Context: an optimization exercise on an open-source flow, tuned for small area and a short achievable clock period. The choices shown serve that exercise and are no tape-out recipe. The RTL was checked by simulation tests, not by an equivalence proof against the original design. Power and IR drop assume default switching activity.

==> flow/design.v <==
module tag_wb_buffer #(
    parameter int AW    = 32,
    parameter int DW    = 128,
    parameter int DEPTH = 4
) (
    input  logic                     clk,
    input  logic                     rst,
    input  logic                     wb_valid,
    output logic                     wb_ready,
    input  logic [AW-1:0]            wb_addr,
    input  logic [DW-1:0]            wb_data,
    output logic                     mem_valid,
    input  logic                     mem_ready,
    output logic [AW-1:0]            mem_addr,
    output logic [DW-1:0]            mem_data,
    input  logic                     lk_valid,
    input  logic [AW-1:0]            lk_addr,
    output logic                     lk_rsp,
    output logic                     lk_hit,
    output logic [DW-1:0]            lk_data,
    output logic [$clog2(DEPTH):0]   count
);
    localparam int CW = $clog2(DEPTH) + 1;
    localparam logic [CW-1:0] FULL = CW'(DEPTH);
    logic [AW-1:0]    addr_q [DEPTH];
    logic [DW-1:0]    data_q [DEPTH];
    logic [DEPTH-1:0] v;                
    logic [DEPTH-1:0] q [DEPTH];        
    localparam int GB  = 16;            
    localparam int NMA = AW / GB;
    localparam int NMD = DW / GB;
    localparam int NLD = DW / GB;
    logic [DEPTH-1:0] ma_sel [NMA];     
    logic [DEPTH-1:0] md_sel [NMD];     
    logic [DEPTH-1:0] lk_sel [NLD];     
    logic [DEPTH-1:0] sel_d;
    logic [DEPTH-1:0] ws;               
    logic [DEPTH-1:0] co_m, lk_m;
    logic             wb_acc, retire, co_hit, alloc, wb_lk;
    logic             hdup;             
    logic             hdup_n;
    logic [DEPTH-1:0] wb_eq, lk_eq;     
    logic             wl_eq;            
    logic [DEPTH-1:0] q1 [DEPTH+1];
    logic [DEPTH-1:0] q2 [DEPTH];
    logic [DEPTH-1:0] v_n, sel_n;
    logic [CW-1:0]    cnt_ap, cnt_co;
    logic [AW-1:0]    ma;
    logic [DW-1:0]    md, ld;
    always_comb begin
        wb_ready  = (count != FULL);
        mem_valid = (count != '0);
        wb_acc    = wb_valid && wb_ready;
        retire    = mem_valid && mem_ready;
        ws = '0;
        for (int j = DEPTH - 1; j >= 0; j--) begin
            if (!v[j]) begin
                ws    = '0;
                ws[j] = 1'b1;
            end
        end
        for (int j = 0; j < DEPTH; j++) begin
            co_m[j] = v[j] && !q[0][j] && wb_eq[j];
            lk_m[j] = v[j] && lk_eq[j];
        end
        co_hit = wb_acc && (co_m != '0);
        alloc  = wb_acc && !co_hit;
        cnt_co = retire ? count - 1'b1 : count;
        cnt_ap = (wb_acc && !retire) ? count + 1'b1 : (!wb_acc && retire) ? count - 1'b1 : count;
        wb_lk  = wb_acc && wl_eq;
        hdup_n = !retire && (hdup || (alloc && (wb_eq & v & q[0]) != '0));
        q1[0] = (count == '0) ? ws : q[0];
        for (int k = 1; k < DEPTH; k++)
            q1[k] = (count == CW'(k) || (wb_acc && (q[k] & wb_eq) != '0)) ? ws : q[k];
        q1[DEPTH] = ws;
        for (int k = 0; k < DEPTH; k++) q2[k] = retire ? q1[k+1] : q1[k];
        v_n = v;
        if (co_hit) v_n = v_n & ~co_m;
        if (retire) v_n = v_n & ~q[0];
        if (wb_acc) v_n = v_n | ws;
        if (wb_lk) sel_n = ws;
        else       sel_n = lk_m & (hdup ? ~q[0] : {DEPTH{1'b1}});
        if (!lk_valid) sel_n = '0;
        sel_d = rst ? '0 : sel_n;
        ma = '0;
        md = '0;
        ld = '0;
        for (int j = 0; j < DEPTH; j++) begin
            for (int b = 0; b < AW; b++) ma[b] = ma[b] | (addr_q[j][b] & ma_sel[b / GB][j]);
            for (int b = 0; b < DW; b++) begin
                md[b] = md[b] | (data_q[j][b] & md_sel[b / GB][j]);
                ld[b] = ld[b] | (data_q[j][b] & lk_sel[b / GB][j]);
            end
        end
        mem_addr = ma;
        mem_data = md;
        lk_data  = ld;
    end
    always_ff @(posedge clk) begin
        if (rst) begin
            v      <= '0;
            hdup   <= 1'b0;
            count  <= '0;
            lk_rsp <= 1'b0;
            lk_hit <= 1'b0;
        end else begin
            v <= v_n;
            hdup <= hdup_n;
            count <= co_hit ? cnt_co : cnt_ap;
            lk_rsp <= lk_valid;
            lk_hit <= lk_valid && (wb_lk || lk_m != '0);
        end
    end
    always_ff @(posedge clk) begin
        for (int k = 0; k < DEPTH; k++) q[k] <= q2[k];
    end
    for (genvar j = 0; j < DEPTH; j++) begin : g_cmp
        tag_wb_buffer_eq #(.W(AW)) u_wb (.a(addr_q[j]), .b(wb_addr), .eq(wb_eq[j]));
        tag_wb_buffer_eq #(.W(AW)) u_lk (.a(addr_q[j]), .b(lk_addr), .eq(lk_eq[j]));
    end
    tag_wb_buffer_eq #(.W(AW)) u_wl (.a(wb_addr), .b(lk_addr), .eq(wl_eq));
    for (genvar g = 0; g < NMA; g++) begin : g_ma
        tag_wb_buffer_sel #(.W(DEPTH)) u_sel (.clk(clk), .d(q2[0]), .q(ma_sel[g]));
    end
    for (genvar g = 0; g < NMD; g++) begin : g_md
        tag_wb_buffer_sel #(.W(DEPTH)) u_sel (.clk(clk), .d(q2[0]), .q(md_sel[g]));
    end
    for (genvar g = 0; g < NLD; g++) begin : g_lk
        tag_wb_buffer_sel #(.W(DEPTH)) u_sel (.clk(clk), .d(sel_d), .q(lk_sel[g]));
    end
    always_ff @(posedge clk) begin
        for (int j = 0; j < DEPTH; j++) begin
            if (ws[j]) begin
                addr_q[j] <= wb_addr;
                data_q[j] <= wb_data;
            end
        end
    end
endmodule
module tag_wb_buffer_sel #(
    parameter int W = 4
) (
    input  logic         clk,
    input  logic [W-1:0] d,
    output logic [W-1:0] q
);
    always_ff @(posedge clk) q <= d;
endmodule
module tag_wb_buffer_eq #(
    parameter int W = 32
) (
    input  logic [W-1:0] a,
    input  logic [W-1:0] b,
    output logic         eq
);
    assign eq = (a == b);
endmodule
==> flow/config.mk <==
export PLATFORM = sky130hd
export DESIGN_NAME = tag_wb_buffer
export DESIGN_NICKNAME = tag_wb_buffer
export VERILOG_FILES = /design/flow/design.v
export SDC_FILE = /design/flow/constraint.sdc
export NUM_CORES = 4
export LEC_CHECK = 0
export CAP_MARGIN = 20
export CORE_MARGIN = 2
export CORE_UTILIZATION = 60
export CTS_CLUSTER_DIAMETER = 60
export CTS_CLUSTER_SIZE = 20
export SETUP_SLACK_MARGIN = 2.7
export SLEW_MARGIN = 20
export SYNTH_HIERARCHICAL = 1
export SYNTH_MINIMUM_KEEP_SIZE = 0
==> flow/constraint.sdc <==
create_clock -name core_clock -period 5.5 [get_ports {clk}]
set_input_delay 1.1000 -clock core_clock [delete_from_list [all_inputs] [get_ports {clk}]]
set_output_delay 1.1000 -clock core_clock [all_outputs]
set_load 0.01 [all_outputs]
standard.sh (not shown) runs the stock make flow with config.mk's settings and CLKGATE_MAP_FILE= SYNTH_SCRIPT=/design/flow/synth_recipe.tcl, a recipe that flattens the netlist after the stock synthesis.
==> flow/flow/run.sh <==
#!/bin/bash
# Standard ORFS layout, except that the port buffers are buf_1 cells rather than the
# resizer's default pick (clkdlybuf4s50_1), which is larger and slower.
set -euo pipefail
bash standard.sh "BUFFER_PORTS_ARGS=-buffer_cell sky130_fd_sc_hd__buf_1" finish > make.log 2>&1
The starting point completed without violations.
Then changed:
--- a/flow/design.v
+++ b/flow/design.v
@@ -79,21 +79,24 @@
         if (retire) v_n = v_n & ~q[0];
         if (wb_acc) v_n = v_n | ws;
         if (wb_lk) sel_n = ws;
         else       sel_n = lk_m & (hdup ? ~q[0] : {DEPTH{1'b1}});
         if (!lk_valid) sel_n = '0;
         sel_d = rst ? '0 : sel_n;
+    end
+    always_comb begin
         ma = '0;
         md = '0;
         ld = '0;
         for (int j = 0; j < DEPTH; j++) begin
-            for (int b = 0; b < AW; b++) ma[b] = ma[b] | (addr_q[j][b] & ma_sel[b / GB][j]);
-            for (int b = 0; b < DW; b++) begin
-                md[b] = md[b] | (data_q[j][b] & md_sel[b / GB][j]);
-                ld[b] = ld[b] | (data_q[j][b] & lk_sel[b / GB][j]);
-            end
+            for (int g = 0; g < NMA; g++)
+                ma[g*GB +: GB] = ma[g*GB +: GB] | (addr_q[j][g*GB +: GB] & {GB{ma_sel[g][j]}});
+            for (int g = 0; g < NMD; g++)
+                md[g*GB +: GB] = md[g*GB +: GB] | (data_q[j][g*GB +: GB] & {GB{md_sel[g][j]}});
+            for (int g = 0; g < NLD; g++)
+                ld[g*GB +: GB] = ld[g*GB +: GB] | (data_q[j][g*GB +: GB] & {GB{lk_sel[g][j]}});
         end
         mem_addr = ma;
         mem_data = md;
         lk_data  = ld;
     end
     always_ff @(posedge clk) begin
Outcome:
- cell count increases slightly
- design area came out higher slightly
- total power rises slightly
- wire length went up slightly
- non-clock buffer count is higher by 23
- worst setup slack got worse by 62 ps
- synthesized cell count does not change
- utilization rises by 0.94 points
- critical path depth came out higher by 7
- synthesized area is about the same
- maximum frequency came out lower by a few percent
- global-route usage grows by 0.34 points

==> port drivers added, routing unchanged <==
The flow's constraints put no driver on any port. The routed layouts listed below were extracted and timed again, unchanged, in two steps. Step 1 sets driving cells, clkbuf_16 on the clock port and buf_2 on the other inputs (assumed; they add their load-dependent delay and slew). Step 2 also shifts input and output timing later by t, the mid clock arrival at the registers, as if the neighbouring blocks saw the same clock. a / b / c = ideal / step 1 / step 2; a / b = the first two.
| run | t, ns | slack for setup (ns) | worst setup path after step 2 | cell pins on the clock port's net |
|---|---|---|---|---|
| the first run | 0.664 | 2.726 / 2.661 / 2.118 | input to register | 1 |
| the second run | 0.666 | 2.664 / 2.652 / 2.009 | input to register | 1 |
After both steps setup and hold are still met in every run listed. For the second run, which loses most, drivers alone change the setup slack by -0.012 ns; drivers and shift together by -0.655 ns.
